Source: an optimization exercise on an open RTL-to-GDS flow (aim: small area). Production flows keep margins and buffers that such runs may drop. Only simulation tests tie the RTL to the original design; equivalence was not proved. Power and IR drop assume default switching activity.

==> exp/willow <==
Design ptr_ring_router_mc, start of the top module:
module ptr_ring_router_mc #(
  parameter int DATA_WIDTH = 128,
  parameter int NODE_NUM   = 128,
  parameter int NUM_CH     = 4,
  parameter int INJ_DEPTH  = 8,
  parameter int EJ_DEPTH   = 8
) (
  input  logic                                  clk,
  input  logic                                  rst,
  input  logic [NUM_CH-1:0]                     lastVld,
  input  logic [NUM_CH*$clog2(NODE_NUM)-1:0]    lastDestCnt,
  input  logic [NUM_CH*DATA_WIDTH-1:0]          lastDat,
  output logic [NUM_CH-1:0]                     nxtVld,
  output logic [NUM_CH*$clog2(NODE_NUM)-1:0]    nxtDestCnt,
  output logic [NUM_CH*DATA_WIDTH-1:0]          nxtDat,
  input  logic                                  l2rWr,
  input  logic [$clog2(NODE_NUM)-1:0]           l2rDest,
  input  logic [DATA_WIDTH-1:0]                 l2rDat,
  output logic                                  l2rFull,
  input  logic                                  r2lRd,
  output logic [DATA_WIDTH-1:0]                 r2lDat,
  output logic                                  r2lEmpty,
  output logic [7:0]                            dropCnt,
  output logic [15:0]                           defCnt
);
==> flow/config.mk <==
export PLATFORM = sky130hd
export DESIGN_NAME = ptr_ring_router_mc
export DESIGN_NICKNAME = ptr_ring_router_mc
export VERILOG_FILES = /design/flow/design.v
export SDC_FILE = /design/flow/constraint.sdc
export NUM_CORES = 4
export LEC_CHECK = 0
export CAP_MARGIN = 20
export CORE_MARGIN = 2
export CORE_UTILIZATION = 60
export SLEW_MARGIN = 20
==> flow/constraint.sdc <==
create_clock -name core_clock -period 5.5 [get_ports {clk}]
set_input_delay 1.1000 -clock core_clock [delete_from_list [all_inputs] [get_ports {clk}]]
set_output_delay 1.1000 -clock core_clock [all_outputs]
set_load 0.01 [all_outputs]
standard.sh (not shown) runs the stock make flow with config.mk's settings and CLKGATE_MAP_FILE= SYNTH_SCRIPT=/design/flow/synth_recipe.tcl, a recipe that flattens the netlist after the stock synthesis.
==> flow/flow/run.sh <==
#!/bin/bash
set -euo pipefail
cd "$(dirname "$0")/.."
export BUFFER_PORTS_ARGS="-buffer_cell sky130_fd_sc_hd__buf_1"
export CTS_ARGS="-sink_clustering_enable -repair_clock_nets -dont_use_dummy_load -buf_list {sky130_fd_sc_hd__clkbuf_4 sky130_fd_sc_hd__clkbuf_8}"
bash standard.sh finish > standard_flow.log 2>&1
==> inputs of exp/delta, as changes to exp/willow <==
--- a/flow/design.v
+++ b/flow/design.v
@@ -113,12 +113,13 @@
   always_comb begin
     for (int i = 0; i < NUM_CH; i++) begin
       w_vld[i] = w_busy[i] || w_injGnt[i];
       w_dc[i*CNT_W +: CNT_W] = w_busy[i] ?
         lastDestCnt[i*CNT_W +: CNT_W] - CNT_W'(1) : w_injHead[IW-1 -: CNT_W];
-      w_dat[i*DATA_WIDTH +: DATA_WIDTH] = w_busy[i] ?
-        lastDat[i*DATA_WIDTH +: DATA_WIDTH] : w_injHead[DATA_WIDTH-1:0];
+      w_dat[i*DATA_WIDTH +: DATA_WIDTH] =
+        (lastDat[i*DATA_WIDTH +: DATA_WIDTH] & {DATA_WIDTH{w_busy[i]}}) |
+        (w_injHead[DATA_WIDTH-1:0] & {DATA_WIDTH{w_injGnt[i]}});
     end
   end
   always_ff @(posedge clk) begin
     r_nxtDestCnt <= w_dc;
     r_nxtDat     <= w_dat;
==> flow/flow/run.sh (replaced) <==
#!/bin/bash
set -euo pipefail
cd "$(dirname "$0")/.."
rm -rf scripts_local
cp -r "$FLOW_HOME/scripts" scripts_local
cp flow/abc_area_map.script scripts_local/abc_speed.script
export SCRIPTS_DIR="$PWD/scripts_local"
export BUFFER_PORTS_ARGS="-buffer_cell sky130_fd_sc_hd__buf_1"
export CTS_ARGS="-sink_clustering_enable -repair_clock_nets -dont_use_dummy_load -buf_list {sky130_fd_sc_hd__clkbuf_8} -sink_clustering_size 14 -sink_clustering_max_diameter 50"
bash standard.sh finish > standard_flow.log 2>&1
==> flow/flow/abc_area_map.script (new file) <==
&get -n
&st
&syn2
&dch
&nf -a -R 1000
&st
&synch2
&nf -a -R 1000
&st
&dch -f
&nf -a -R 1000
&put
==> notes <==
- exp/willow finished clean. exp/delta passed the timing, design-rule and antenna checks.
- In exp/willow the total power is smaller than in exp/delta, by 13%.
- Between exp/willow and exp/delta, the lower die area is in exp/delta (gap 3.5%, measured against exp/delta).
- Of exp/delta and exp/willow, exp/delta has the higher combinational power (gap about 150%, measured against exp/willow).
- Of exp/delta and exp/willow, exp/willow has the higher synthesized cell count (gap about 2.3%, measured against exp/willow).

-- port drivers added, routing unchanged --
In the flow no input, the clock included, has a driving cell. The finished layouts below were timed again as built, in two steps. Step 1 assumes that a clkbuf_16 drives the clock port and a buf_2 every other input. Step 2 times the ports against the registers' clock, not the clock port: input delays grow and output delays shrink by t, the midpoint of the rising clock arrivals with the driver on. Slacks: no drivers / after step 1 / after step 2; pairs: no drivers / after step 1.
run	t, ns	setup WS [ns]	hold slack, ns
exp/willow	1.138	0.546 / 0.455 / -0.424	0.281 / 0.213 / 0.454
exp/delta	0.996	0.556 / 0.556 / -0.320	0.171 / 0.110 / 0.464
Met with ideal ports but missed after step 2: setup timing in exp/willow and exp/delta. For exp/willow, which loses most, drivers alone change the setup slack by -0.091 ns; drivers and shift together by -0.970 ns.
